Background: an optimization exercise with open tools, aiming at small area, a short achievable clock period and few clock cycles. Do not read the settings as production practice.
No functional check of the RTL was part of any run shown here.

## flow/design.v

```verilog
package fc_ctrl_pkg;
	typedef enum logic [1:0] {
		PH_IDLE = 2'b00,
		PH_RUN  = 2'b01,
		PH_DONE = 2'b10
	} phase_state_t;
	typedef logic [12-1:0] cnt_t;
	typedef logic [12-1:0] addr_t;
	typedef struct packed {
		addr_t addr;
		logic  ce;      
	} mem_req_t;
endpackage
package fc_data_pkg;
	typedef logic signed [8-1:0] data_t;
	typedef logic signed [32-1:0] acc_t;
	typedef data_t [4-1:0] weight_vec_t;
	typedef acc_t [4-1:0] result_vec_t;
endpackage
`timescale 1ns/1ps
module fc_mac_core (
	input  logic                     clk,
	input  logic                     i_clear,    
	input  logic [3:0]               i_one,      
	input  logic [3:0]               i_two,      
	input  logic [3:0]               i_neg,      
	input  fc_data_pkg::data_t       i_weight,   
	output logic [32-1:0]     o_acc
);
	logic [15:0] acc_lo;
	logic [11:0] acc_hi;
	logic [1:0]  carry_q;    
	logic [28:0] pp;       
	logic [28:0] pp_q;
	logic [17:0] lo_sum;
	logic [7:0]  w;
	logic m1, r2, m3, r4, m5, r6, m7, r8, m9, r10, m11, r12, m13, r14, m15, r16, m17, r18, m19, r20, m21, r22, m23, r24, m25, r26, m27, r28, m29, r30, m31, r32, m33, r34, m35, r36, m37, r38, m39, r40, m41, r42, m43, r44, m45, r46, m47, r48, m49, r50, m51, r52, m53, r54, m55, r56, m57, r58, m59, r60, m61, r62, m63, r64, m65, r66, m67, r68, m69, r70, m71, r72, s73, c74, s75, c76, s77, c78, s79, c80, s81, c82, s83, c84, s85, c86, s87, c88, s89, c90, s91, c92, s93, c94, s95, c96, s97, c98, s99, c100, s101, c102, s103, c104, s105, c106, s107, c108, s109, c110, s111, c112, s113, c114, s115, c116, s117, c118, s119, s120, c121, s122, c123, s124, c125, s126, c127, s128, c129, s130, c131, s132, c133, s134, c135, s136, c137, s138, c139, s140, c141, s142, c143, s144, c145, s146, c147, s148, c149, s150, g151, p152, g153, p154, g155, p156, g157, p158, g159, p160, g161, p162, g163, p164, g165, p166, g167, p168, g169, p170, g171, p172, g173, p174, g175, p176, g177, p178, g179, p180, g181, p182, g183, p184, g185, p186, g187, p188, g189, p190, g191, p192, g193, p194, g195, p196, g197, p198, g199, p200, g201, p202, g203, p204, g205, p206, g207, p208, g209, p210, g211, p212, g213, p214, g215, p216, g217, p218, g219, p220, g221, p222, g223, p224, g225, p226, g227, p228, g229, p230, g231, p232, g233, p234, g235, p236, g237, p238, g239, p240, g241, p242, g243, p244, g245, p246, g247, p248, n249, n250, n251, n252, n253, n254, n255, n256, n257, n258, n259, n260, n261, n262, n263, n264;
	assign w = i_weight;
	assign m1 = i_one[0] & w[0];
	assign r2 = m1 ^ i_neg[0];
	assign m3 = (i_one[0] & w[1]) | (i_two[0] & w[0]);
	assign r4 = m3 ^ i_neg[0];
	assign m5 = (i_one[0] & w[2]) | (i_two[0] & w[1]);
	assign r6 = m5 ^ i_neg[0];
	assign m7 = (i_one[0] & w[3]) | (i_two[0] & w[2]);
	assign r8 = m7 ^ i_neg[0];
	assign m9 = (i_one[0] & w[4]) | (i_two[0] & w[3]);
	assign r10 = m9 ^ i_neg[0];
	assign m11 = (i_one[0] & w[5]) | (i_two[0] & w[4]);
	assign r12 = m11 ^ i_neg[0];
	assign m13 = (i_one[0] & w[6]) | (i_two[0] & w[5]);
	assign r14 = m13 ^ i_neg[0];
	assign m15 = (i_one[0] & w[7]) | (i_two[0] & w[6]);
	assign r16 = m15 ^ i_neg[0];
	assign m17 = (i_one[0] & w[7]) | (i_two[0] & w[7]);
	assign r18 = ~(m17 ^ i_neg[0]);
	assign m19 = i_one[1] & w[0];
	assign r20 = m19 ^ i_neg[1];
	assign m21 = (i_one[1] & w[1]) | (i_two[1] & w[0]);
	assign r22 = m21 ^ i_neg[1];
	assign m23 = (i_one[1] & w[2]) | (i_two[1] & w[1]);
	assign r24 = m23 ^ i_neg[1];
	assign m25 = (i_one[1] & w[3]) | (i_two[1] & w[2]);
	assign r26 = m25 ^ i_neg[1];
	assign m27 = (i_one[1] & w[4]) | (i_two[1] & w[3]);
	assign r28 = m27 ^ i_neg[1];
	assign m29 = (i_one[1] & w[5]) | (i_two[1] & w[4]);
	assign r30 = m29 ^ i_neg[1];
	assign m31 = (i_one[1] & w[6]) | (i_two[1] & w[5]);
	assign r32 = m31 ^ i_neg[1];
	assign m33 = (i_one[1] & w[7]) | (i_two[1] & w[6]);
	assign r34 = m33 ^ i_neg[1];
	assign m35 = (i_one[1] & w[7]) | (i_two[1] & w[7]);
	assign r36 = ~(m35 ^ i_neg[1]);
	assign m37 = i_one[2] & w[0];
	assign r38 = m37 ^ i_neg[2];
	assign m39 = (i_one[2] & w[1]) | (i_two[2] & w[0]);
	assign r40 = m39 ^ i_neg[2];
	assign m41 = (i_one[2] & w[2]) | (i_two[2] & w[1]);
	assign r42 = m41 ^ i_neg[2];
	assign m43 = (i_one[2] & w[3]) | (i_two[2] & w[2]);
	assign r44 = m43 ^ i_neg[2];
	assign m45 = (i_one[2] & w[4]) | (i_two[2] & w[3]);
	assign r46 = m45 ^ i_neg[2];
	assign m47 = (i_one[2] & w[5]) | (i_two[2] & w[4]);
	assign r48 = m47 ^ i_neg[2];
	assign m49 = (i_one[2] & w[6]) | (i_two[2] & w[5]);
	assign r50 = m49 ^ i_neg[2];
	assign m51 = (i_one[2] & w[7]) | (i_two[2] & w[6]);
	assign r52 = m51 ^ i_neg[2];
	assign m53 = (i_one[2] & w[7]) | (i_two[2] & w[7]);
	assign r54 = ~(m53 ^ i_neg[2]);
	assign m55 = i_one[3] & w[0];
	assign r56 = m55 ^ i_neg[3];
	assign m57 = (i_one[3] & w[1]) | (i_two[3] & w[0]);
	assign r58 = m57 ^ i_neg[3];
	assign m59 = (i_one[3] & w[2]) | (i_two[3] & w[1]);
	assign r60 = m59 ^ i_neg[3];
	assign m61 = (i_one[3] & w[3]) | (i_two[3] & w[2]);
	assign r62 = m61 ^ i_neg[3];
	assign m63 = (i_one[3] & w[4]) | (i_two[3] & w[3]);
	assign r64 = m63 ^ i_neg[3];
	assign m65 = (i_one[3] & w[5]) | (i_two[3] & w[4]);
	assign r66 = m65 ^ i_neg[3];
	assign m67 = (i_one[3] & w[6]) | (i_two[3] & w[5]);
	assign r68 = m67 ^ i_neg[3];
	assign m69 = (i_one[3] & w[7]) | (i_two[3] & w[6]);
	assign r70 = m69 ^ i_neg[3];
	assign m71 = (i_one[3] & w[7]) | (i_two[3] & w[7]);
	assign r72 = ~(m71 ^ i_neg[3]);
	assign s73 = r14 ^ r28;
	assign c74 = r14 & r28;
	assign s75 = r16 ^ r30;
	assign c76 = r16 & r30;
	assign s77 = r18 ^ r32 ^ r46;
	assign c78 = (r18 & r32) | (r46 & (r18 ^ r32));
	assign s79 = r34 ^ r48;
	assign c80 = r34 & r48;
	assign s81 = r10 ^ r24;
	assign c82 = r10 & r24;
	assign s83 = r12 ^ r26;
	assign c84 = r12 & r26;
	assign s85 = s73 ^ r42 ^ r56;
	assign c86 = (s73 & r42) | (r56 & (s73 ^ r42));
	assign s87 = c74 ^ s75 ^ r44;
	assign c88 = (c74 & s75) | (r44 & (c74 ^ s75));
	assign s89 = c76 ^ s77 ^ r60;
	assign c90 = (c76 & s77) | (r60 & (c76 ^ s77));
	assign s91 = c78 ^ s79 ^ r62;
	assign c92 = (c78 & s79) | (r62 & (c78 ^ s79));
	assign s93 = c80 ^ r36 ^ r50;
	assign c94 = (c80 & r36) | (r50 & (c80 ^ r36));
	assign s95 = r52 ^ r66;
	assign c96 = r52 & r66;
	assign s97 = r6 ^ r20;
	assign c98 = r6 & r20;
	assign s99 = r8 ^ r22;
	assign c100 = r8 & r22;
	assign s101 = s81 ^ r38 ^ i_neg[2];
	assign c102 = (s81 & r38) | (i_neg[2] & (s81 ^ r38));
	assign s103 = c82 ^ s83 ^ r40;
	assign c104 = (c82 & s83) | (r40 & (c82 ^ s83));
	assign s105 = c84 ^ s85 ^ i_neg[3];
	assign c106 = (c84 & s85) | (i_neg[3] & (c84 ^ s85));
	assign s107 = c86 ^ s87 ^ r58;
	assign c108 = (c86 & s87) | (r58 & (c86 ^ s87));
	assign s109 = ~(c88 ^ s89);
	assign c110 = c88 | s89;
	assign s111 = ~(c90 ^ s91);
	assign c112 = c90 | s91;
	assign s113 = c92 ^ s93 ^ r64;
	assign c114 = (c92 & s93) | (r64 & (c92 ^ s93));
	assign s115 = ~(c94 ^ s95);
	assign c116 = c94 | s95;
	assign s117 = c96 ^ r54 ^ r68;
	assign c118 = (c96 & r54) | (r68 & (c96 ^ r54));
	assign s119 = ~r70;
	assign pp[0] = r2;
	assign pp[1] = i_neg[0];
	assign pp[2] = r4;
	assign pp[3] = s97;
	assign pp[4] = i_neg[1];
	assign pp[5] = c98;
	assign pp[6] = s99;
	assign pp[7] = c100;
	assign pp[8] = s101;
	assign pp[9] = c102;
	assign pp[10] = s103;
	assign pp[11] = c104;
	assign pp[12] = s105;
	assign pp[13] = c106;
	assign pp[14] = s107;
	assign pp[15] = c108;
	assign pp[16] = s109;
	assign pp[17] = c110;
	assign pp[18] = s111;
	assign pp[19] = c112;
	assign pp[20] = s113;
	assign pp[21] = c114;
	assign pp[22] = s115;
	assign pp[23] = c116;
	assign pp[24] = s117;
	assign pp[25] = c118;
	assign pp[26] = s119;
	assign pp[27] = r70;
	assign pp[28] = r72;
	assign s120 = acc_lo[0] ^ pp_q[0];
	assign c121 = acc_lo[0] & pp_q[0];
	assign s122 = acc_lo[1] ^ pp_q[2];
	assign c123 = acc_lo[1] & pp_q[2];
	assign s124 = acc_lo[2] ^ pp_q[3] ^ pp_q[4];
	assign c125 = (acc_lo[2] & pp_q[3]) | (pp_q[4] & (acc_lo[2] ^ pp_q[3]));
	assign s126 = acc_lo[3] ^ pp_q[5] ^ pp_q[6];
	assign c127 = (acc_lo[3] & pp_q[5]) | (pp_q[6] & (acc_lo[3] ^ pp_q[5]));
	assign s128 = acc_lo[4] ^ pp_q[7] ^ pp_q[8];
	assign c129 = (acc_lo[4] & pp_q[7]) | (pp_q[8] & (acc_lo[4] ^ pp_q[7]));
	assign s130 = acc_lo[5] ^ pp_q[9] ^ pp_q[10];
	assign c131 = (acc_lo[5] & pp_q[9]) | (pp_q[10] & (acc_lo[5] ^ pp_q[9]));
	assign s132 = acc_lo[6] ^ pp_q[11] ^ pp_q[12];
	assign c133 = (acc_lo[6] & pp_q[11]) | (pp_q[12] & (acc_lo[6] ^ pp_q[11]));
	assign s134 = acc_lo[7] ^ pp_q[13] ^ pp_q[14];
	assign c135 = (acc_lo[7] & pp_q[13]) | (pp_q[14] & (acc_lo[7] ^ pp_q[13]));
	assign s136 = acc_lo[8] ^ pp_q[15] ^ pp_q[16];
	assign c137 = (acc_lo[8] & pp_q[15]) | (pp_q[16] & (acc_lo[8] ^ pp_q[15]));
	assign s138 = acc_lo[9] ^ pp_q[17] ^ pp_q[18];
	assign c139 = (acc_lo[9] & pp_q[17]) | (pp_q[18] & (acc_lo[9] ^ pp_q[17]));
	assign s140 = acc_lo[10] ^ pp_q[19] ^ pp_q[20];
	assign c141 = (acc_lo[10] & pp_q[19]) | (pp_q[20] & (acc_lo[10] ^ pp_q[19]));
	assign s142 = acc_lo[11] ^ pp_q[21] ^ pp_q[22];
	assign c143 = (acc_lo[11] & pp_q[21]) | (pp_q[22] & (acc_lo[11] ^ pp_q[21]));
	assign s144 = acc_lo[12] ^ pp_q[23] ^ pp_q[24];
	assign c145 = (acc_lo[12] & pp_q[23]) | (pp_q[24] & (acc_lo[12] ^ pp_q[23]));
	assign s146 = acc_lo[13] ^ pp_q[25] ^ pp_q[26];
	assign c147 = (acc_lo[13] & pp_q[25]) | (pp_q[26] & (acc_lo[13] ^ pp_q[25]));
	assign s148 = acc_lo[14] ^ pp_q[27] ^ pp_q[28];
	assign c149 = (acc_lo[14] & pp_q[27]) | (pp_q[28] & (acc_lo[14] ^ pp_q[27]));
	assign s150 = ~acc_lo[15];
	assign g151 = s120 & pp_q[1];
	assign p152 = s120 ^ pp_q[1];
	assign g153 = c121 & s122;
	assign p154 = c121 ^ s122;
	assign g155 = c123 & s124;
	assign p156 = c123 ^ s124;
	assign g157 = c125 & s126;
	assign p158 = c125 ^ s126;
	assign g159 = c127 & s128;
	assign p160 = c127 ^ s128;
	assign g161 = c129 & s130;
	assign p162 = c129 ^ s130;
	assign g163 = c131 & s132;
	assign p164 = c131 ^ s132;
	assign g165 = c133 & s134;
	assign p166 = c133 ^ s134;
	assign g167 = c135 & s136;
	assign p168 = c135 ^ s136;
	assign g169 = c137 & s138;
	assign p170 = c137 ^ s138;
	assign g171 = c139 & s140;
	assign p172 = c139 ^ s140;
	assign g173 = c141 & s142;
	assign p174 = c141 ^ s142;
	assign g175 = c143 & s144;
	assign p176 = c143 ^ s144;
	assign g177 = c145 & s146;
	assign p178 = c145 ^ s146;
	assign g179 = c147 & s148;
	assign p180 = c147 ^ s148;
	assign g181 = c149 & s150;
	assign p182 = c149 ^ s150;
	assign g183 = g153 | (p154 & g151);
	assign p184 = p154 & p152;
	assign g185 = g157 | (p158 & g155);
	assign p186 = p158 & p156;
	assign g187 = g161 | (p162 & g159);
	assign p188 = p162 & p160;
	assign g189 = g165 | (p166 & g163);
	assign p190 = p166 & p164;
	assign g191 = g169 | (p170 & g167);
	assign p192 = p170 & p168;
	assign g193 = g173 | (p174 & g171);
	assign p194 = p174 & p172;
	assign g195 = g177 | (p178 & g175);
	assign p196 = p178 & p176;
	assign g197 = g181 | (p182 & g179);
	assign p198 = p182 & p180;
	assign g199 = g155 | (p156 & g183);
	assign p200 = p156 & p184;
	assign g201 = g185 | (p186 & g183);
	assign p202 = p186 & p184;
	assign g203 = g163 | (p164 & g187);
	assign p204 = p164 & p188;
	assign g205 = g189 | (p190 & g187);
	assign p206 = p190 & p188;
	assign g207 = g171 | (p172 & g191);
	assign p208 = p172 & p192;
	assign g209 = g193 | (p194 & g191);
	assign p210 = p194 & p192;
	assign g211 = g179 | (p180 & g195);
	assign p212 = p180 & p196;
	assign g213 = g197 | (p198 & g195);
	assign p214 = p198 & p196;
	assign g215 = g159 | (p160 & g201);
	assign p216 = p160 & p202;
	assign g217 = g187 | (p188 & g201);
	assign p218 = p188 & p202;
	assign g219 = g203 | (p204 & g201);
	assign p220 = p204 & p202;
	assign g221 = g205 | (p206 & g201);
	assign p222 = p206 & p202;
	assign g223 = g175 | (p176 & g209);
	assign p224 = p176 & p210;
	assign g225 = g195 | (p196 & g209);
	assign p226 = p196 & p210;
	assign g227 = g211 | (p212 & g209);
	assign p228 = p212 & p210;
	assign g229 = g213 | (p214 & g209);
	assign p230 = p214 & p210;
	assign g231 = g167 | (p168 & g221);
	assign p232 = p168 & p222;
	assign g233 = g191 | (p192 & g221);
	assign p234 = p192 & p222;
	assign g235 = g207 | (p208 & g221);
	assign p236 = p208 & p222;
	assign g237 = g209 | (p210 & g221);
	assign p238 = p210 & p222;
	assign g239 = g223 | (p224 & g221);
	assign p240 = p224 & p222;
	assign g241 = g225 | (p226 & g221);
	assign p242 = p226 & p222;
	assign g243 = g227 | (p228 & g221);
	assign p244 = p228 & p222;
	assign g245 = g229 | (p230 & g221);
	assign p246 = p230 & p222;
	assign g247 = acc_lo[15] & g245;
	assign p248 = acc_lo[15] & p246;
	assign n249 = p154 ^ g151;
	assign n250 = p156 ^ g183;
	assign n251 = p158 ^ g199;
	assign n252 = p160 ^ g201;
	assign n253 = p162 ^ g215;
	assign n254 = p164 ^ g217;
	assign n255 = p166 ^ g219;
	assign n256 = p168 ^ g221;
	assign n257 = p170 ^ g231;
	assign n258 = p172 ^ g233;
	assign n259 = p174 ^ g235;
	assign n260 = p176 ^ g237;
	assign n261 = p178 ^ g239;
	assign n262 = p180 ^ g241;
	assign n263 = p182 ^ g243;
	assign n264 = acc_lo[15] ^ g245;
	assign lo_sum[0] = p152;
	assign lo_sum[1] = n249;
	assign lo_sum[2] = n250;
	assign lo_sum[3] = n251;
	assign lo_sum[4] = n252;
	assign lo_sum[5] = n253;
	assign lo_sum[6] = n254;
	assign lo_sum[7] = n255;
	assign lo_sum[8] = n256;
	assign lo_sum[9] = n257;
	assign lo_sum[10] = n258;
	assign lo_sum[11] = n259;
	assign lo_sum[12] = n260;
	assign lo_sum[13] = n261;
	assign lo_sum[14] = n262;
	assign lo_sum[15] = n263;
	assign lo_sum[16] = n264;
	assign lo_sum[17] = g247;
	always_ff @(posedge clk) begin
		pp_q <= pp;
	end
	always_ff @(posedge clk) begin
		if (i_clear) begin
			acc_lo  <= '0;
			acc_hi  <= '0;
			carry_q <= 2'd1;
		end else begin
			acc_lo  <= lo_sum[15:0];
			carry_q <= lo_sum[17:16];
			acc_hi  <= acc_hi + {{(11){carry_q == 2'd0}}, carry_q != 2'd1};
		end
	end
	assign o_acc = {{(32-28){acc_hi[11]}}, acc_hi, acc_lo};   
endmodule
`timescale 1ns/1ps
module fc_layer_top (
	input  logic                     clk,
	input  logic                     reset_n,
	input  logic                     i_run,       
	input  fc_ctrl_pkg::cnt_t        i_num_cnt,   
	input  fc_data_pkg::data_t       i_node,      
	input  fc_data_pkg::weight_vec_t i_weights,   
	output logic                     o_idle,
	output logic                     o_read,
	output logic                     o_write,
	output logic                     o_done,
	output fc_ctrl_pkg::mem_req_t    o_mem_req,
	output fc_data_pkg::result_vec_t o_results
);
	logic              idle_q;      
	logic              ce_q;        
	logic              write_q;     
	logic              done_q;
	logic              dv_q;        
	logic              clr_q;       
	logic [3:0]        last_q;      
	fc_ctrl_pkg::cnt_t addr_q;      
	logic              start;
	logic              read_last;
	logic [8:0]                node_x;   
	logic [3:0]                         one, two, neg;
	logic [3:0]                         one_q, two_q, neg_q;
	logic [4*8-1:0] weights_q;
	logic [4*32-1:0]  results_flat;
	assign start     = i_run & idle_q;
	assign read_last = ce_q & (addr_q == '0);
	always_ff @(posedge clk or negedge reset_n) begin
		if (!reset_n) begin
			idle_q  <= 1'b1;
			ce_q    <= 1'b0;
			write_q <= 1'b0;
			done_q  <= 1'b0;
			dv_q    <= 1'b0;
			clr_q   <= 1'b0;
			last_q  <= '0;
		end else begin
			idle_q  <= start ? 1'b0 : (idle_q | done_q);
			ce_q    <= start | (ce_q & ~read_last);
			write_q <= start | (write_q & ~last_q[3]);
			done_q  <= last_q[3];
			dv_q    <= ce_q;
			clr_q   <= start;
			last_q  <= {last_q[2:0], read_last};
		end
	end
	always_ff @(posedge clk) begin
		if (idle_q) begin
			addr_q <= i_num_cnt - fc_ctrl_pkg::cnt_t'(1);
		end else begin
			addr_q <= addr_q - fc_ctrl_pkg::cnt_t'(1);
		end
	end
	assign node_x = {dv_q ? i_node : '0, 1'b0};
	for (genvar i = 0; i < 4; i++) begin : g_booth
		assign one[i] = node_x[2*i] ^ node_x[2*i+1];
		assign two[i] = (node_x[2*i+2] & ~node_x[2*i+1] & ~node_x[2*i]) |
		                (~node_x[2*i+2] & node_x[2*i+1] & node_x[2*i]);
		assign neg[i] = node_x[2*i+2] & ~(node_x[2*i+1] & node_x[2*i]);
	end
	always_ff @(posedge clk) begin
		one_q     <= one;
		two_q     <= two;
		neg_q     <= neg;
		weights_q <= i_weights;
	end
	for (genvar g = 0; g < 4; g++) begin : g_lane
		fc_mac_core u_mac_core (
			.clk      (clk),
			.i_clear  (clr_q),
			.i_one    (one_q),
			.i_two    (two_q),
			.i_neg    (neg_q),
			.i_weight (weights_q[g*8 +: 8]),
			.o_acc    (results_flat[g*32 +: 32])
		);
	end
	assign o_mem_req.addr = addr_q;
	assign o_mem_req.ce   = ce_q;
	assign o_results      = results_flat;
	assign o_idle         = idle_q;
	assign o_read         = ce_q;
	assign o_write        = write_q;
	assign o_done         = done_q;
endmodule
```

## flow/config.mk

```make
export PLATFORM = sky130hd
export DESIGN_NAME = fc_layer_top
export DESIGN_NICKNAME = fc_layer_top
export VERILOG_FILES = /design/flow/design.v
export SDC_FILE = /design/flow/constraint.sdc
export NUM_CORES = 4
export LEC_CHECK = 0
export CAP_MARGIN = 20
export CORE_MARGIN = 2
export CORE_UTILIZATION = 40
export SETUP_SLACK_MARGIN = 5.0
export SLEW_MARGIN = 20
```

## flow/constraint.sdc

```tcl
create_clock -name core_clock -period 8.0 [get_ports {clk}]
set_input_delay 1.6000 -clock core_clock [delete_from_list [all_inputs] [get_ports {clk}]]
set_output_delay 1.6000 -clock core_clock [all_outputs]
set_load 0.01 [all_outputs]
```

## flow/run.sh

```bash
#!/bin/bash
# synth_recipe.tcl (not shown) runs the flow's synth.tcl, then flattens the netlist and writes it again
# the make line also repeats each setting of config.mk as NAME=value (left out here)
make -C /OpenROAD-flow-scripts/flow DESIGN_CONFIG=/design/flow/config.mk WORK_HOME=/design/flow/orfs CLKGATE_MAP_FILE= SYNTH_SCRIPT=/design/flow/synth_recipe.tcl finish
```

==> impl_results.md, run 1 <==
- Number of synthesized register bits: just under 300
- Mean Syn Cell Area: roughly 10 µm²
- Vias in the first global route: approximately 13k
- Hold crit path type: flip-flop to flip-flop
- Post-Syn Nets: 2066
- Final Slew Violations: 0
- Hold_sp: last_q[1]$_DFF_PN0_
- R2R Setup Slk: 4990 ps
- PortBufs: 199
- Clk slew on worst S/H paths: ~60 ps
- Register Area: 6003 µm²
- Chip height: 212.6 µm
- Number of core rows: 76
- Post-Synthesis Cell Area: 17410 µm²
- Post-synth EDFFs: 0
- Reg2Reg Launch Point: g_lane[1].u_mac_core.pp_q[14]$_DFF_P_
- Mapped Cells: 1731
- Hold path cells: 0
- Share of cells above drive strength 1: 8.246%
- Rel. slew slack: roughly 37%
- Startpoint type of the worst setup path: flip-flop
- Remaining DRCs: 0
- Fin Setup TNS: 0 ps
- Io pins: 200
- Area of the multi-input gates: 10560 µm²
- Setup violators final: 0
- Worst slew pin tran: roughly 940 ps
- Detailed Route Iter0 Violations: 565
- Inserted Clock Buffers: 37
- Max-cap viol count: 0
- Maximum clock path buffer count: 3
- Core ar.: about 43000 µm²
- Top_reg_cell synth: dfxtp_1
- Gpl congestion: 0.8257
- Final hold vios: 0
- CTS tree: built
- Initial antenna violation count: 1
- Remaining Overflow, GRT: 0
- Vias: 12.36k
- Most frequent cells in the layout: 271 x dfxtp_1, 167 x xnor2_1, 157 x inv_1, 154 x ha_1, 144 x dlygate4sd2_1
- Final Core Density: 49.18%
- Unrepaired setup endpoints after global routing: yes
- Nets: 2225
- Worst R2R Path Depth: 10
- Synth cell types: 61
- Sequential share of the synthesized area: between 30% and 40%
- Final Critical Period: 3007 ps
- Drt pass-1 iters: 5
- Status: finished clean
- Die area: between 40000 and 50000 µm²
- Gr usage total: 17.80%
- Crit-path cells: fa_1, ha_4, a211oi_2, nor2_2, o41a_1, a31o_4, a41o_1, a21o_1, ha_1, or2_4
- Largest net degree at the start of global routing: 82
- Synth async-reset ratio: ~3.4%
- Worst EP required: between 8000 and 9000 ps
- CP Class: flip-flop to flip-flop
- CTS Hold Buffers Added: 0
- Critical path data arrival time: 3440 ps
- Hold endpoint: last_q[2]$_DFF_PN0_
- CTS Root Cell: clkbuf_16
- Initial Utilization: 40.50%
- Post-DP HPWL: about 28 mm
- DIE WIDTH: 212.6 µm
- F_max: roughly 330 MHz
- # fillers: 4056
- Clock skew: 10.84 ps
- Vias per cell: 4.941
- Final antenna-violating net count: 0
- Crit-path max cell delay: 580 ps
- Antenna cells: 0
- CP Capture Type: flip-flop
- Synth-to-layout area growth: 21.44%
- Synth warnings: 2
- CTS sink count: a little under 300
- Worst-Skew Late Latency: around 540 ps
- Critical Path Fanout Max: 4
- DR WL/cell: 15.61 µm
- Routed WL: a little under 40 mm
- First-pass GRT wire length: 64.47 mm
- CP max-delay cell: fa_1
- Max H-tree Level: 2
- Period utilization: 37.59%
- Hold Slack: 353.2 ps
- Commonest non-fill, non-tap cell in the layout: dfxtp_1
- Critical R2R Capture: g_lane[1].u_mac_core.carry_q[0]$_SDFF_PP1_
cells in the mapped netlist (13+ instances only):
library cell	count	area, µm²
inv_1	157	589.3
xnor2_1	167	1463
dfxtp_1	286	5725
ha_1	164	2052
a211oi_1	13	97.59
a22oi_1	112	840.8
xor2_1	47	411.6
o21a_1	14	105.1
clkbuf_1	50	187.7
o21ai_0	61	305.3
buf_4	17	127.6
a21oi_1	38	190.2
and2_1	17	106.4
buf_1	22	82.58
nor2b_1	46	287.8
clkbuf_2	16	80.08
nand2b_1	17	106.4
nor2_1	129	484.2
fa_1	116	2322
nand3_1	14	70.07
nor3_1	31	155.2
nand2_1	47	176.4
a21o_1	30	225.2
critical path, delay by kind of cell (launching register included):
kind	cells	cell delay [ps]
flip-flops	1	320
AO/OA/AOI/OAI	5	1200
AND/OR/NAND/NOR	2	300
adder cells (fa/ha/maj)	3	1070
layer usage:
metal	share of wire (%)	GRT usage [%]	wire length, µm
met5	0.031	0	12
met3	5.8	3.973	2269
met1	46	23.26	17840
met2	47	29.58	18190
met4	1.9	4.992	729
registers in the layout, indices dropped and copies added (netlist names), 4 cells and up:
| signal | flops |
|---|---|
| two_q | 4 |
| last_q | 4 |
| g_lane.u_mac_core.carry_q | 8 |
| one_q | 4 |
| g_lane.u_mac_core.pp_q | 110 |
| neg_q | 4 |
| weights_q | 32 |
| g_lane.u_mac_core.acc_lo | 64 |
| g_lane.u_mac_core.acc_hi | 48 |
| addr_q | 12 |
cell type report:
type / instances / area share (%)
clock buffers: 54 / 5.156
well taps: 585 / 3.463
inverters: 158 / 2.806
clock inverters: 11 / 0.6511
repair buffers: 227 / 9.560
multi-input cells: 1170 / 49.96
flip-flops and latches: 296 / 28.40
how the worst max path moves through the flow:
stage	from	endpoint	slack, ps	cells after the start
6_report	g_lane[1].u_mac_core.pp_q[14]$_DFF_P_	g_lane[1].u_mac_core.carry_q[0]$_SDFF_PP1_	4990	10
5_1_grt	g_lane[1].u_mac_core.pp_q[14]$_DFF_P_	g_lane[1].u_mac_core.carry_q[0]$_SDFF_PP1_	4870	10
4_1_cts	idle_q$_DFF_PN1_	o_idle	4910	1
3_5_place_dp	i_num_cnt[2]	addr_q[9]$_DFF_P_	4530	7
3_3_place_gp	i_num_cnt[2]	addr_q[9]$_DFF_P_	4520	7
2_1_floorplan	g_lane[0].u_mac_core.acc_lo[3]$_SDFF_PP0_	g_lane[0].u_mac_core.carry_q[0]$_SDFF_PP1_	5000	12
cell families (layout without fill, tap and decap cells):
logic type / after synthesis / after routing / share of synthesized area, %
compound gates: 315 / 315 / 12.54
xor+xnor: 214 / 214 / 10.77
fa+ha+maj: 280 / 280 / 25.13
buf+inv: 265 / 450 / 6.211
flops: 296 / 296 / 34.34
mux: 25 / 25 / 1.596
simple gates: 336 / 336 / 9.410
repair_timing:
item / in CTS / in global routing
resized for setup: 175 / 19
pin swaps: 19 / 9
gates cloned: 0 / 0
setup buffers: 8 / 7
setup endpoints to repair: 156 / 14
per-stage QoR:
| stage | area (µm²) | setup slack [ps] | cells |
|---|---|---|---|
| after floorplan | 17450 | 5000 | 1731 |
| after global placement | 19790 | 4524 | 2421 |
| after detailed placement | 19790 | 4535 | 2421 |
| after CTS | 21010 | 4908 | 2494 |
| after global routing | 21140 | 4872 | 2501 |
| final | 21140 | 4993 | 2501 |
==> run 2: changes to the inputs <==
--- a/flow/config.mk
+++ b/flow/config.mk
@@ -5,6 +5,7 @@
 export SDC_FILE = /design/flow/constraint.sdc
 export NUM_CORES = 4
 export LEC_CHECK = 0
+export ABC_AREA = 1
 export CAP_MARGIN = 20
 export CORE_MARGIN = 2
 export CORE_UTILIZATION = 40
==> impl_results.md, run 2 <==
- Status: finished clean (unchanged)
- Synth-to-layout area growth: 19.99% (was 21.44%)
- Crit-path max cell delay: 620 ps (was 580 ps)
- Worst EP required: 6400 ps (was 8430 ps)
- Hold Slack: 351.7 ps (was 353.2 ps)
- CTS Root Cell: clkbuf_16 (unchanged)
- Levels on crit path: 1 (was 10)
- Hold path cells: 0 (unchanged)
- Final Core Density: 48.69% (was 49.18%)
- Post-Synthesis Cell Area: 17980 µm² (was 17410 µm²)
- Chip height: 216.0 µm (was 212.6 µm)
- Non-Filler Instances: 2968 (was 2501)
- Mapped Cells: 2170 (was 1731)
- Maximum clock path buffer count: 3 (unchanged)
- CTS tree: built (unchanged)
- Critical path data arrival time: 1390 ps (was 3440 ps)
- Largest registers: g_lane.u_mac_core.pp_q (110), g_lane.u_mac_core.acc_lo (64), g_lane.u_mac_core.acc_hi (48) (unchanged)
- Sequential share of the synthesized area: 33.23% (was 34.34%)
- Rel. slew slack: 27.07% (was 36.90%)
- Max FFs per register: 110 (unchanged)
- Fin Setup TNS: 0 ps (unchanged)
- Worst R2R Path Depth: 8 (was 10)
- PortBufs: 199 (unchanged)
- Commonest non-fill, non-tap cell in the layout: inv_1 (was dfxtp_1)
- Clock skew: 14.56 ps (was 10.84 ps)
- CTS sink count: 296 (unchanged)
- Critical Path Fanout Max: 2 (was 4)
- Nets: 2686 (was 2225)
- Routed WL: 43.18 mm (was 39.05 mm)
- Placed insts: 2903 (was 2421)
- First-pass GRT wire length: 71.28 mm (was 64.47 mm)
- Synth cell types: 36 (was 61)
- Initial antenna violation count: 1 (unchanged)
- Vias in the first global route: 14.34k (was 12.81k)
- Remaining DRCs: 0 (unchanged)
- Max-cap viol count: 0 (unchanged)
- Yosys top cell area share: 31.84% (was 32.89%)
- Final Slew Violations: 0 (unchanged)
- Vias: 14.26k (was 12.36k)
- DIE WIDTH: 216.0 µm (was 212.6 µm)
- Worst-Skew Late Latency: 540 ps (about the same)
- Final antenna-violating net count: 0 (unchanged)
- Share of cells above drive strength 1: 4.588% (was 8.246%)
- CP Class: flip-flop to primary output (was flip-flop to flip-flop)
- Synth async-reset ratio: 3.378% (unchanged)
- Initial Utilization: 40.58% (was 40.50%)
- Largest Register: g_lane.u_mac_core.pp_q (unchanged)
- Drt pass-1 iters: 5 (unchanged)
- Vias per cell: 4.804 (was 4.941)
- Post-DP HPWL: 32.06 mm (was 27.93 mm)
- Top_reg_cell synth: dfxtp_1 (unchanged)
- Inserted Clock Buffers: 36 (was 37)
- Number of synthesized register bits: 296 (unchanged)
- Antenna cells: 0 (unchanged)
- Synth top area cells: dfxtp_1 32%, fa_1 13%, ha_1 11% (was dfxtp_1 33%, fa_1 13%, ha_1 12%)
- Worst slew pin tran: 1094 ps (was 943.1 ps)
- Die area: 46670 µm² (was 45200 µm²)
- Mean Syn Cell Area: 8.288 µm² (was 10.06 µm²)
- Post-synth EDFFs: 0 (unchanged)
- F_max: 334.2 MHz (was 332.6 MHz)
- Hold crit path type: flip-flop to flip-flop (unchanged)
- CP Capture Type: primary output (was flip-flop)
- Largest net degree at the start of global routing: 60 (was 82)
- Period utilization: 37.40% (was 37.59%)
- Remaining Overflow, GRT: 0 (unchanged)
- Synth warnings: 2 (unchanged)
- Number of core rows: 77 (was 76)
- Startpoint type of the worst setup path: flip-flop (unchanged)
- Final hold vios: 0 (unchanged)
- CP max-delay cell: dfstp_4 (was fa_1)
- Gr usage total: 18.83% (was 17.80%)
- Max H-tree Level: 2 (unchanged)
- Gpl congestion: 0.8395 (was 0.8257)
- Setup violators final: 0 (unchanged)
- Final Critical Period: 2992 ps (was 3007 ps)
- Most common library cells after synthesis: 370 x inv_1, 370 x nand2_1, 286 x dfxtp_1 (was 286 x dfxtp_1, 167 x xnor2_1, 164 x ha_1)
- CP Buf/Inv Count: 1 (was 0)
- Unrepaired setup endpoints after global routing: yes (unchanged)
- Crit-path cells: clkdlybuf4s15_1 (was fa_1, ha_4, a211oi_2, nor2_2, o41a_1, a31o_4, a41o_1, a21o_1, ha_1, or2_4)
- Most frequent cells in the layout: 369 x inv_1, 367 x nand2_1, 275 x dfxtp_1, 212 x nor2_1 (was 271 x dfxtp_1, 167 x xnor2_1, 157 x inv_1, 154 x ha_1, 144 x dlygate4sd2_1)
- Detailed Route Iter0 Violations: 843 (was 565)
- Core ar.: 44320 µm² (was 42980 µm²)
- Clk slew on worst S/H paths: 60 ps (about the same)
- DR WL/cell: 14.55 µm (was 15.61 µm)
- Io pins: 200 (unchanged)
- Post-Syn Nets: 2505 (was 2066)
- Top delay family on crit path: flip-flops (was compound AO/OA/AOI/OAI gates)
- Post-synth top area cell: dfxtp_1 (unchanged)
==> run 2: path summary, 6_finish.rpt <==
path                                          start                                    end  slack (ps)
worst max-delay path               idle_q$_DFF_PN1_                                 o_idle        5010
max in group asynchronous                   reset_n                       idle_q$_DFF_PN1_        6330
worst min register to register  last_q[0]$_DFF_PN0_                    last_q[1]$_DFF_PN0_         350
min in group asynchronous                   reset_n                         ce_q$_DFF_PN0_        1350
worst min-delay path            last_q[0]$_DFF_PN0_                    last_q[1]$_DFF_PN0_         350
worst max register to register     one_q[0]$_DFF_P_  g_lane[2].u_mac_core.pp_q[12]$_DFF_P_        5180
==> run 2: layout make-up <==
cell class | count | area, µm²
clock buffers | 46 | 999.7
clock inverters | 17 | 275.3
fillers | 4313 | 22740
inverters | 383 | 1438
multi-input cells | 1428 | 10260
flip-flops and latches | 296 | 5998
well taps | 592 | 740.7
repair buffers | 206 | 1868
==> run 2: logic make-up after synthesis <==
family / share of synthesized area [%]
xor+xnor: 8.181
flops: 33.23
fa+ha+maj: 24.32
simple gates: 15.06
buf+inv: 9.802
compound gates: 9.399
==> run 2: routing by layer <==
metal / global-route usage, % / vias to the layer above / share of wire [%]
li1: - / 7182 / -
met1: 24.52 / 6647 / 46
met2: 31.84 / 357 / 47
met3: 3.101 / 73 / 5.0
met4: 6.050 / 0 / 2.6
met5: 0 / - / 0
==> run 2: repair_timing <==
item	4_1_cts	5_1_grt
buffers inserted	2	0
endpoints found under the setup margin	148	7
hold buffers	0	0
resized for setup	156	8
==> run 2: through the flow <==
step / setup WS, ps / area [µm²]
floorplan: 5191 / 17980
global placement: 4671 / 20430
detailed placement: 4610 / 20430
CTS: 4951 / 21560
global route: 4957 / 21580
finish: 5008 / 21580
==> run 3: changes to the inputs <==
--- a/flow/config.mk
+++ b/flow/config.mk
@@ -5,9 +5,10 @@
 export SDC_FILE = /design/flow/constraint.sdc
 export NUM_CORES = 4
 export LEC_CHECK = 0
-export ABC_AREA = 1
 export CAP_MARGIN = 20
 export CORE_MARGIN = 2
 export CORE_UTILIZATION = 40
+export CTS_CLUSTER_DIAMETER = 100
+export CTS_CLUSTER_SIZE = 30
 export SETUP_SLACK_MARGIN = 5.0
 export SLEW_MARGIN = 20
==> impl_results.md, run 3 <==
- Crit-path cells: fa_1, ha_4, a211oi_2, nor2_2, o41a_1, a31o_4, a41o_1, a21o_1, ha_1, or2_4 (was clkdlybuf4s15_1)
- Remaining Overflow, GRT: 0 (unchanged)
- Max FFs per register: 110 (unchanged)
- First-pass GRT wire length: 63.27 mm (was 71.28 mm)
- Clock skew: 19.54 ps (was 14.56 ps)
- Startpoint type of the worst setup path: flip-flop (unchanged)
- Hold crit path type: flip-flop to flip-flop (unchanged)
- Synth top area cells: dfxtp_1 33%, fa_1 13%, ha_1 12% (was dfxtp_1 32%, fa_1 13%, ha_1 11%)
- Vias per cell: 4.953 (was 4.804)
- Maximum clock path buffer count: 3 (unchanged)
- Share of cells above drive strength 1: 7.877% (was 4.588%)
- Detailed Route Iter0 Violations: 596 (was 843)
- Largest net degree at the start of global routing: 82 (was 60)
- CTS sink count: 296 (unchanged)
- Final Cell Area: 20560 µm² (was 21580 µm²)
- Unrepaired setup endpoints after global routing: yes (unchanged)
- Rel. slew slack: 37.21% (was 27.07%)
- Largest registers: g_lane.u_mac_core.pp_q (110), g_lane.u_mac_core.acc_lo (64), g_lane.u_mac_core.acc_hi (48) (unchanged)
- CP max-delay cell: fa_1 (was dfstp_4)
- CP Class: flip-flop to flip-flop (was flip-flop to primary output)
- Gr usage total: 17.29% (was 18.83%)
- Critical Path Fanout Max: 4 (was 2)
- End point of the critical path: g_lane[1].u_mac_core.carry_q[0]$_SDFF_PP1_ (was o_idle)
- CTS tree: built (unchanged)
- Final Critical Period: 3038 ps (was 2992 ps)
- DIE WIDTH: 212.6 µm (was 216.0 µm)
- Inserted Clock Buffers: 16 (was 36)
- Worst slew pin tran: 938.4 ps (was 1094 ps)
- Crit-path max cell delay: 580 ps (was 620 ps)
- Final Slew Violations: 0 (unchanged)
- Routed WL: 38.37 mm (was 43.18 mm)
- Final hold vios: 0 (unchanged)
- CTS Hold Buffers Added: 0 (unchanged)
- Reg2Reg Launch Point: g_lane[1].u_mac_core.pp_q[14]$_DFF_P_ (was one_q[0]$_DFF_P_)
- Max H-tree Level: 1 (was 2)
- CP Capture Type: flip-flop (was primary output)
- Period utilization: 37.97% (was 37.40%)
- Placed Instance Area: 19790 µm² (was 20430 µm²)
- Critical R2R Capture: g_lane[1].u_mac_core.carry_q[0]$_SDFF_PP1_ (was g_lane[2].u_mac_core.pp_q[12]$_DFF_P_)
- Sequential share of the synthesized area: 34.34% (was 33.23%)
- Most frequent cells in the layout: 253 x dfxtp_1, 167 x xnor2_1, 157 x inv_1, 154 x ha_1, 144 x dlygate4sd2_1 (was 369 x inv_1, 367 x nand2_1, 275 x dfxtp_1, 212 x nor2_1)
- Synth-to-layout area growth: 18.10% (was 19.99%)
- Hold Slack: 363.2 ps (was 351.7 ps)
- Die area: 45200 µm² (was 46670 µm²)
- F_max: 329.2 MHz (was 334.2 MHz)
- Nets: 2205 (was 2686)
- Number of synthesized register bits: 296 (unchanged)
- Status: finished clean (unchanged)
- Non-Filler Instances: 2464 (was 2968)
- Number of core rows: 76 (was 77)
- DR WL/cell: 15.57 µm (was 14.55 µm)
- Post-Synthesis Cell Area: 17410 µm² (was 17980 µm²)
- Antenna cells: 0 (unchanged)
- Io pins: 200 (unchanged)
- Post-DP HPWL: 27.93 mm (was 32.06 mm)
- Post-synth top area cell: dfxtp_1 (unchanged)
- Vias: 12.20k (was 14.26k)
- Initial Utilization: 40.50% (was 40.58%)
- Leading cell type by number of instances after synthesis: dfxtp_1
- CTS Root Cell: clkbuf_16 (unchanged)
- Worst setup path startpoint: g_lane[1].u_mac_core.pp_q[14]$_DFF_P_ (was idle_q$_DFF_PN1_)
- Synth cell types: 61 (was 36)
- Drt pass-1 iters: 5 (unchanged)
- # fillers: 4111 (was 4313)
- Gpl congestion: 0.8257 (was 0.8395)
- Top_reg_cell synth: dfxtp_1 (unchanged)
- Worst R2R Path Depth: 10 (was 8)
- Mean Syn Cell Area: 10.06 µm² (was 8.288 µm²)
- Worst-Skew Late Latency: 540 ps (about the same)
- Post-synth EDFFs: 0 (unchanged)
- Setup violators final: 0 (unchanged)
- Remaining DRCs: 0 (unchanged)
- Synth warnings: 2 (unchanged)
- Mapped Cells: 1731 (was 2170)
- Vias in the first global route: 12.56k (was 14.34k)
- R2R Setup Slk: 4960 ps (was 5180 ps)
- Post-Syn Nets: 2066 (was 2505)
- Critical path data arrival time: 3460 ps (was 1390 ps)
- Final antenna-violating net count: 0 (unchanged)
- Synth async-reset ratio: 3.378% (unchanged)
- Placed insts: 2421 (was 2903)
- Initial antenna violation count: 1 (unchanged)
- Max-cap viol count: 0 (unchanged)
- Fin Setup TNS: 0 ps (unchanged)
- Clk slew on worst S/H paths: 120 ps (was 60 ps)
- Chip height: 212.6 µm (was 216.0 µm)
- Commonest non-fill, non-tap cell in the layout: dfxtp_1 (was inv_1)
- Most common library cells after synthesis: 286 x dfxtp_1, 167 x xnor2_1, 164 x ha_1 (was 370 x inv_1, 370 x nand2_1, 286 x dfxtp_1)
- Yosys top cell area share: 32.89% (was 31.84%)
- Worst EP required: 8420 ps (was 6400 ps)
- Core ar.: 42980 µm² (was 44320 µm²)
- PortBufs: 199 (unchanged)
- Largest Register: g_lane.u_mac_core.pp_q (unchanged)
[run 3: cell types whose count changed in the layout (fill, tap and decap cells not counted), moves of 85 or more]
cell	change
nor2_1	-88
a22oi_1	+112
nand2_1	-320
xnor2_1	+163
xor2_1	-117
o22ai_1	-111
inv_1	-212
a21oi_1	-85
[run 3: stage by stage]
| stage | setup slack (ps) | utilization [%] |
|---|---|---|
| final | 4962 | 47.83 |
| after global routing | 4837 | 47.83 |
| after CTS | 4917 | 47.53 |
| after detailed placement | 4535 | 46.04 |
| after global placement | 4524 | 46.04 |
| after floorplan | 5000 | - |
[run 3: layout make-up]
cell class / instances / area (µm²) / share of cell area [%]
clock inverters: 10 / 167.7 / 0.8156
well taps: 585 / 732.0 / 3.561
clock buffers: 17 / 425.4 / 2.070
inverters: 158 / 593.1 / 2.885
multi-input cells: 1170 / 10580 / 51.45
repair buffers: 228 / 2028 / 9.867
flip-flops and latches: 296 / 6033 / 29.35
[run 3: worst min path at each step]
stage	startpoint	end	cells past startpoint
after global routing	last_q[1]$_DFF_PN0_	last_q[2]$_DFF_PN0_	0
after floorplan	neg_q[0]$_DFF_P_	g_lane[3].u_mac_core.pp_q[1]$_DFF_P_	0
after global placement	last_q[0]$_DFF_PN0_	last_q[1]$_DFF_PN0_	0
final	last_q[1]$_DFF_PN0_	last_q[2]$_DFF_PN0_	0
after detailed placement	last_q[2]$_DFF_PN0_	last_q[3]$_DFF_PN0_	0
after CTS	last_q[1]$_DFF_PN0_	last_q[2]$_DFF_PN0_	0
[run 3: layer usage]
layer  routed length, µm  GRT usage, %
met1               17830         23.28
met4                 544         3.641
met2               17920         29.29
met3                2046         2.747
met5                  18             0
[run 3: what timing repair did]
| action | 4_1_cts | 5_1_grt |
|---|---|---|
| gates resized for setup | 197 | 20 |
| setup endpoints to repair | 157 | 15 |
| pin swaps | 18 | 8 |
| buffers inserted | 10 | 6 |
[run 3: logic make-up after synthesis]
family	after synthesis	synth area share, %
xor+xnor	214	10.77
compound gates	315	12.54
mux	25	1.596
simple gates	336	9.410
buf+inv	265	6.211
flops	296	34.34
fa+ha+maj	280	25.13
[run 3: critical path, delay by kind of cell, from the launching register on]
kind                       cells  cell delay [ps]
adders and majority gates      3             1070
and+or+nand+nor                2              300
DFF                            1              340
AOI/OAI and AO/OA              5             1200
==> run 4: changes to the inputs <==
--- a/flow/config.mk
+++ b/flow/config.mk
@@ -8,7 +8,7 @@
 export CAP_MARGIN = 20
 export CORE_MARGIN = 2
 export CORE_UTILIZATION = 40
-export CTS_CLUSTER_DIAMETER = 100
-export CTS_CLUSTER_SIZE = 30
+export CTS_CLUSTER_DIAMETER = 80
+export CTS_CLUSTER_SIZE = 20
 export SETUP_SLACK_MARGIN = 5.0
 export SLEW_MARGIN = 20
==> impl_results.md, run 4 <==
- Vias in the first global route: 12.63k (was 12.56k)
- Post-synth top area cell: dfxtp_1 (unchanged)
- Vias per cell: 4.921 (was 4.953)
- R2R Setup Slk: 4980 ps (was 4960 ps)
- Inserted Clock Buffers: 27 (was 16)
- CP max-delay cell: fa_1 (unchanged)
- Critical path data arrival time: 3470 ps (was 3460 ps)
- Worst EP required: 8460 ps (was 8420 ps)
- Number of core rows: 76 (unchanged)
- Worst-Skew Late Latency: 570 ps (was 540 ps)
- Final antenna-violating net count: 0 (unchanged)
- Largest family of logic cells by synthesized area: adder cells (unchanged)
- Synth async-reset ratio: 3.378% (unchanged)
- Synth warnings: 2 (unchanged)
- Synth top area cells: dfxtp_1 33%, fa_1 13%, ha_1 12% (unchanged)
- Number of synthesized register bits: 296 (unchanged)
- Post-Syn Nets: 2066 (unchanged)
- Synth cell types: 61 (unchanged)
- DR WL/cell: 15.52 µm (was 15.57 µm)
- Most frequent cells in the layout: 267 x dfxtp_1, 167 x xnor2_1, 157 x inv_1, 156 x ha_1, 143 x dlygate4sd2_1 (was 253 x dfxtp_1, 167 x xnor2_1, 157 x inv_1, 154 x ha_1, 144 x dlygate4sd2_1)
- Clk slew on worst S/H paths: 80 ps (was 120 ps)
- Clock skew: 19.77 ps (was 19.54 ps)
- Final Critical Period: 3015 ps (was 3038 ps)
- Drt pass-1 iters: 4 (was 5)
- Commonest non-fill, non-tap cell in the layout: dfxtp_1 (unchanged)
- CTS Root Cell: clkbuf_16 (unchanged)
- Mapped Cells: 1731 (unchanged)
- Status: finished clean (unchanged)
- Final hold vios: 0 (unchanged)
- Post-Synth Simple-Gate Area: 9.410% (unchanged)
- Post-synthesis mux area share: 1.596% (unchanged)
- Placed insts: 2421 (unchanged)
- Gpl congestion: 0.8257 (unchanged)
- Most common library cells after synthesis: 286 x dfxtp_1, 167 x xnor2_1, 164 x ha_1 (unchanged)
- Post-DP HPWL: 27.93 mm (unchanged)
- Max-cap viol count: 0 (unchanged)
- Synth Area in Adders: 25.13% (unchanged)
- Most Used Layer, Global Route: met2 (unchanged)
- Maximum clock path buffer count: 3 (unchanged)
- CP Class: flip-flop to flip-flop (unchanged)
- Reg2Reg Launch Point: g_lane[1].u_mac_core.pp_q[14]$_DFF_P_ (unchanged)
- Complex-gate fraction of the synthesized area: 12.54% (unchanged)
- Chip height: 212.6 µm (unchanged)
- Critical Path Fanout Max: 4 (unchanged)
- Nets: 2215 (was 2205)
- Core ar.: 42980 µm² (unchanged)
- Remaining DRCs: 0 (unchanged)
- Share of cells above drive strength 1: 7.798% (was 7.877%)
- Routing usage on met1: 23.12% (was 23.28%)
- CTS sink count: 296 (unchanged)
- Post-Synthesis Cell Area: 17410 µm² (unchanged)
- Initial antenna violation count: 1 (unchanged)
- Detailed Route Iter0 Violations: 553 (was 596)
- Top_reg_cell synth: dfxtp_1 (unchanged)
- Gr usage total: 17.34% (was 17.29%)
- Hold path cells: 0 (unchanged)
- Synth-to-layout area growth: 19.65% (was 18.10%)
- PortBufs: 199 (unchanged)
- GR Util met3: 3.176% (was 2.747%)
- Placed Instance Area: 19790 µm² (unchanged)
- Rel. slew slack: 37.21% (about the same)
- F_max: 331.6 MHz (was 329.2 MHz)
- Hold crit path type: flip-flop to flip-flop (unchanged)
- Largest net degree at the start of global routing: 82 (unchanged)
- Hold endpoint: last_q[2]$_DFF_PN0_ (unchanged)
- Vias: 12.22k (was 12.20k)
- CTS tree: built (unchanged)
- Die area: 45200 µm² (unchanged)
- XOR/XNOR Fraction of Synth Area: 10.77% (unchanged)
- Mean Syn Cell Area: 10.06 µm² (unchanged)
- Io pins: 200 (unchanged)
- Max H-tree Level: 1 (unchanged)
- Final Cell Area: 20830 µm² (was 20560 µm²)
- Non-Filler Instances: 2483 (was 2464)
- Critical R2R Capture: g_lane[1].u_mac_core.carry_q[0]$_SDFF_PP1_ (unchanged)
- Worst slew pin tran: 938.3 ps (was 938.4 ps)
- Crit-path cells: fa_1, ha_4, a211oi_2, nor2_2, o41a_1, a31o_4, a41o_1, a21o_1, ha_1, or2_4 (unchanged)
- Sequential share of the synthesized area: 34.34% (unchanged)
- Post-synth EDFFs: 0 (unchanged)
- Worst R2R Path Depth: 10 (unchanged)
- Fin Setup TNS: 0 ps (unchanged)
- Final Slew Violations: 0 (unchanged)
- Period utilization: 37.69% (was 37.97%)
- Unrepaired setup endpoints after global routing: yes (unchanged)
- Yosys top cell area share: 32.89% (unchanged)
- Crit-path max cell delay: 580 ps (about the same)
- Setup violators final: 0 (unchanged)
- Met2 Resource Use GR: 29.21% (was 29.29%)
- Antenna cells: 0 (unchanged)
- Remaining Overflow, GRT: 0 (unchanged)
- Startpoint type of the worst setup path: flip-flop (unchanged)
- Largest registers: g_lane.u_mac_core.pp_q (110), g_lane.u_mac_core.acc_lo (64), g_lane.u_mac_core.acc_hi (48) (unchanged)
- DIE WIDTH: 212.6 µm (unchanged)
- Leading cell type by number of instances after synthesis: dfxtp_1 (unchanged)
- First-pass GRT wire length: 63.47 mm (was 63.27 mm)
- Initial Utilization: 40.50% (unchanged)
- Hold_sp: last_q[1]$_DFF_PN0_ (unchanged)
- CP Capture Type: flip-flop (unchanged)
- Largest Register: g_lane.u_mac_core.pp_q (unchanged)
- Routed WL: 38.53 mm (was 38.37 mm)
- Max FFs per register: 110 (unchanged)
run 4: metal layers:
metal  vias to the layer above  routed length, µm  part of all wire, %
li1                       6064                  -                    -
met1                      5853              17770                   46
met2                       255              17920                   46
met3                        46               2078                  5.4
met4                         2                753                  2.0
met5                         -                 18                0.047
run 4: worst max-delay path by stage:
| stage | endpoint | start | depth (start not counted) |
|---|---|---|---|
| global placement | addr_q[9]$_DFF_P_ | i_num_cnt[2] | 7 |
| global route | g_lane[1].u_mac_core.carry_q[0]$_SDFF_PP1_ | g_lane[1].u_mac_core.pp_q[14]$_DFF_P_ | 10 |
| floorplan | g_lane[0].u_mac_core.carry_q[0]$_SDFF_PP1_ | g_lane[0].u_mac_core.acc_lo[3]$_SDFF_PP0_ | 12 |
| detailed placement | addr_q[9]$_DFF_P_ | i_num_cnt[2] | 7 |
| CTS | o_idle | idle_q$_DFF_PN1_ | 1 |
| finish | g_lane[1].u_mac_core.carry_q[0]$_SDFF_PP1_ | g_lane[1].u_mac_core.pp_q[14]$_DFF_P_ | 10 |
run 4: critical path, delay by kind of cell (launching register included):
kind / cells / cell delay (ps)
AO/OA/AOI/OAI: 5 / 1200
adder cells (fa/ha/maj): 3 / 1070
flip-flops: 1 / 330
AND/OR/NAND/NOR: 2 / 300
run 4: final cells by class:
cell class                      instances  area (µm²)
Tap cell                              585       732.0
Clock buffer                           29       683.2
Inverter                              158       593.1
Sequential cell                       296        6008
Fill cell                            4080       22160
Clock inverter                         18       222.7
Timing Repair Buffer                  227        2022
Multi-Input combinational cell       1170       10560
run 4: timing repair:
action,CTS,global route
hold buffers,0,0
gates cloned,0,0
pin swaps,19,8
buffers inserted,10,5
endpoints found under the setup margin,156,14
resized for setup,178,21
run 4: kinds of logic after synthesis:
family          count (synthesis)
simple gates                  336
compound gates                315
flops                         296
fa+ha+maj                     280
buf+inv                       265
xor+xnor                      214
mux                            25
run 4: stage by stage:
step | utilization, % | setup slack [ps] | hold WS, ps
after floorplan | - | 5000 | 329.0
after global placement | 46.04 | 4524 | 335.5
after detailed placement | 46.04 | 4535 | 344.1
after CTS | 48.15 | 4886 | 362.8
after global routing | 48.45 | 4864 | 367.1
final | 48.45 | 4985 | 355.6
==> run 5: changes to the inputs <==
==> flow/flow/run.sh (new file) <==
#!/bin/bash
# Standard layout, with plain buffers on the ports instead of delay buffers.
# The whole make output goes to make.log in the work folder; ORFS keeps each
# step's own log under orfs/logs/.
set -euo pipefail
cd "$(dirname "$0")/.."
bash standard.sh "BUFFER_PORTS_ARGS=-buffer_cell sky130_fd_sc_hd__buf_2" finish > make.log 2>&1
==> flow/standard.sh (new file) <==
#!/bin/bash
# synth_recipe.tcl (not shown) runs the flow's synth.tcl, then flattens the netlist and writes it again
# the make line also repeats each setting of config.mk as NAME=value (left out here)
make -C /OpenROAD-flow-scripts/flow DESIGN_CONFIG=/design/flow/config.mk WORK_HOME=/design/flow/orfs CLKGATE_MAP_FILE= SYNTH_SCRIPT=/design/flow/synth_recipe.tcl "${@:-finish}"
--- a/flow/config.mk
+++ b/flow/config.mk
@@ -8,7 +8,5 @@
 export CAP_MARGIN = 20
 export CORE_MARGIN = 2
 export CORE_UTILIZATION = 40
-export CTS_CLUSTER_DIAMETER = 80
-export CTS_CLUSTER_SIZE = 20
 export SETUP_SLACK_MARGIN = 5.0
 export SLEW_MARGIN = 20
removed: flow/run.sh
==> impl_results.md, run 5 <==
- Status: finished clean (unchanged)
- Most common library cells after synthesis: 286 x dfxtp_1, 167 x xnor2_1, 164 x ha_1 (unchanged)
- CTS tree: built (unchanged)
- Gpl congestion: 0.8198 (was 0.8257)
- PortBufs: 199 (unchanged)
- CTS Root Cell: clkbuf_16 (unchanged)
- Worst-Skew Late Latency: 550 ps (was 570 ps)
- Startpoint type of the worst setup path: flip-flop (unchanged)
- Vias: 12.28k (was 12.22k)
- Drt pass-1 iters: 5 (was 4)
- Largest Register: g_lane.u_mac_core.pp_q (unchanged)
- CP Class: flip-flop to flip-flop (unchanged)
- Synth top area cells: dfxtp_1 33%, fa_1 13%, ha_1 12% (unchanged)
- Final hold vios: 0 (unchanged)
- Register Area: 5993 µm² (was 6008 µm²)
- Clock skew: 20.50 ps (was 19.77 ps)
- Fin Setup TNS: 0 ps (unchanged)
- Max FFs per register: 110 (unchanged)
- Hold path cells: 0 (unchanged)
- Max-cap viol count: 0 (unchanged)
- Synth-to-layout area growth: 16.52% (was 19.65%)
- CP Capture Type: flip-flop (unchanged)
- Antenna cells: 0 (unchanged)
- Post-synth top area cell: dfxtp_1 (unchanged)
- Hold crit path type: flip-flop to flip-flop (unchanged)
- Number of synthesized register bits: 296 (unchanged)
- Top_reg_cell synth: dfxtp_1 (unchanged)
- Remaining Overflow, GRT: 0 (unchanged)
- Post-synth EDFFs: 0 (unchanged)
- Final antenna-violating net count: 0 (unchanged)
- Mean Syn Cell Area: 10.06 µm² (unchanged)
- DR WL/cell: 15.58 µm (was 15.52 µm)
- Vias in the first global route: 12.61k (was 12.63k)
- Routed WL: 38.96 mm (was 38.53 mm)
- Die area: 45200 µm² (unchanged)
- Post-DP HPWL: 28.13 mm (was 27.93 mm)
- Yosys top cell area share: 32.89% (unchanged)
- Worst EP required: 8420 ps (was 8460 ps)
- Post-Syn Nets: 2066 (unchanged)
- First-pass GRT wire length: 64.54 mm (was 63.47 mm)
- Hold Slack: 351.4 ps (was 355.6 ps)
- Initial antenna violation count: 1 (unchanged)
- Unrepaired setup endpoints after global routing: yes (unchanged)
- Commonest non-fill, non-tap cell in the layout: dfxtp_1 (unchanged)
- Clk slew on worst S/H paths: 60 ps (was 80 ps)
- # fillers: 4127 (was 4080)
- Sequential share of the synthesized area: 34.34% (unchanged)
- Remaining DRCs: 0 (unchanged)
- Area of the multi-input gates: 10530 µm² (was 10560 µm²)
- Number of core rows: 76 (unchanged)
- Io pins: 200 (unchanged)
- Core ar.: 42980 µm² (unchanged)
- Initial Utilization: 40.50% (unchanged)
- Largest net degree at the start of global routing: 81 (was 82)
- Most frequent cells in the layout: 279 x dfxtp_1, 199 x buf_2, 167 x xnor2_1, 157 x inv_1, 155 x ha_1 (was 267 x dfxtp_1, 167 x xnor2_1, 157 x inv_1, 156 x ha_1, 143 x dlygate4sd2_1)
- Inserted Clock Buffers: 37 (was 27)
- Worst R2R Path Depth: 10 (unchanged)
- Largest registers: g_lane.u_mac_core.pp_q (110), g_lane.u_mac_core.acc_lo (64), g_lane.u_mac_core.acc_hi (48) (unchanged)
- Critical path data arrival time: 3430 ps (was 3470 ps)
- Synth async-reset ratio: 3.378% (unchanged)
- CTS Hold Buffers Added: 0 (unchanged)
- Final Critical Period: 3008 ps (was 3015 ps)
- Rel. slew slack: 33.20% (was 37.21%)
- DIE WIDTH: 212.6 µm (unchanged)
- Mapped Cells: 1731 (unchanged)
- Maximum clock path buffer count: 3 (unchanged)
- Setup violators final: 0 (unchanged)
- Chip height: 212.6 µm (unchanged)
- Share of cells above drive strength 1: 18.22% (was 7.798%)
- Final Slew Violations: 0 (unchanged)
- F_max: 332.4 MHz (was 331.6 MHz)
- Leading cell type by number of instances after synthesis: dfxtp_1 (unchanged)
- Worst slew pin tran: 998.3 ps (was 938.3 ps)
- Post-Synthesis Cell Area: 17410 µm² (unchanged)
- Detailed Route Iter0 Violations: 551 (was 553)
- CTS sink count: 296 (unchanged)
- Gr usage total: 17.88% (was 17.34%)
- Synth warnings: 2 (unchanged)
- Synth cell types: 61 (unchanged)
- Period utilization: 37.61% (was 37.69%)
- Max H-tree Level: 2 (was 1)
- Nets: 2224 (was 2215)
- Vias per cell: 4.912 (was 4.921)
- Critical Path Fanout Max: 4 (unchanged)
[run 5: cell types whose count changed in the layout (fill, tap and decap cells not counted), moves of 8 or more]
cell and change:
buf_2 +199, clkbuf_16 +10, clkbuf_8 +8, clkdlybuf4s50_1 -54
dfxtp_1 +12, dfxtp_2 -12, dlygate4sd2_1 -143
[run 5: metal layers]
layer	track usage (%)	wire (µm)	share of wire, %	up-vias
li1	-	-	-	6092
met1	24.10	18360	47	5890
met2	29.01	17870	46	235
met3	3.870	1956	5.0	60
met4	4.750	763	2.0	2
met5	0	7	0.018	-
[run 5: stage by stage]
step	util (%)	setup slack, ps	cells	area [µm²]
4_1_cts	46.96	4980	2498	20180
2_1_floorplan	-	5000	1731	17450
3_3_place_gp	43.74	4738	2422	18800
3_5_place_dp	43.74	4745	2422	18800
6_report	47.19	4992	2500	20280
5_1_grt	47.19	4903	2500	20280
[run 5: cell type report]
cell class,instances,share of cell area [%]
Clock inverter,17,0.9007
Timing Repair Buffer,226,5.929
Inverter,158,2.924
Clock buffer,48,5.164
Sequential cell,296,29.55
Multi-Input combinational cell,1170,51.92
Tap cell,585,3.609
[run 5: logic make-up (layout without fill, tap and decap cells)]
kind of cell	Yosys count	in the layout	share of synthesized area, %
AOI/OAI and AO/OA	315	315	12.54
DFF	296	296	34.34
buffers and inverters	265	449	6.211
muxes	25	25	1.596
and+or+nand+nor	336	336	9.410
xor gates and xnor gates	214	214	10.77
adders and majority gates	280	280	25.13
[run 5: worst max-delay path, cell delays in order, from the launching register on]
cell,delay (ps)
dfxtp_1,310
fa_1,570
ha_4,220
a211oi_2,250
nor2_2,70
o41a_1,320
a31o_4,230
a41o_1,220
a21o_1,180
ha_1,260
or2_2,270
[run 5: final timing paths]
kind | startpoint | to | slack (ps)
hold reg to reg | last_q[1]$_DFF_PN0_ | last_q[2]$_DFF_PN0_ | 350
min in group asynchronous | reset_n | last_q[0]$_DFF_PN0_ | 910
max in group asynchronous | reset_n | idle_q$_DFF_PN1_ | 6850
setup reg to reg | g_lane[3].u_mac_core.pp_q[13]$_DFF_P_ | g_lane[3].u_mac_core.carry_q[0]$_SDFF_PP1_ | 4990
setup / recovery | g_lane[3].u_mac_core.pp_q[13]$_DFF_P_ | g_lane[3].u_mac_core.carry_q[0]$_SDFF_PP1_ | 4990
hold / removal | last_q[1]$_DFF_PN0_ | last_q[2]$_DFF_PN0_ | 350
[run 5: timing repair]
item,in CTS,in global routing
resized for setup,18,16
hold endpoints to repair,0,0
pin swaps,20,15
buffers inserted,11,2
setup endpoints to repair,10,7

[afterwards: timing with drivers on the ports]
Ports are ideal in the flow. The routed layouts listed here were re-timed in OpenROAD.
Step 1 sets driving cells, clkbuf_16 on the clock port and buf_2 on the other inputs (assumed; they add their load-dependent delay and slew).
Step 2, shift: input delay + t, output delay - t, t = (earliest + latest rising clock arrival at the registers) / 2. This alone moves slack from input paths to output paths.
a / b / c = ideal / step 1 / step 2; a / b = the first two.
run	t, ns	setup WS [ns]	worst data-port slew with drivers (ns)
run 1	0.591	4.993 / 4.993 / 4.577	0.08
run 2	0.590	5.008 / 4.953 / 4.591	0.05
run 3	0.582	4.962 / 4.962 / 4.573	0.08
run 4	0.611	4.985 / 4.985 / 4.583	0.08
run 5	0.590	4.991 / 4.991 / 4.839	0.06
After both steps setup and hold are still met in every run listed. The setup slack of run 2, which loses most, moves by -0.055 ns with the drivers and by -0.417 ns with both steps.
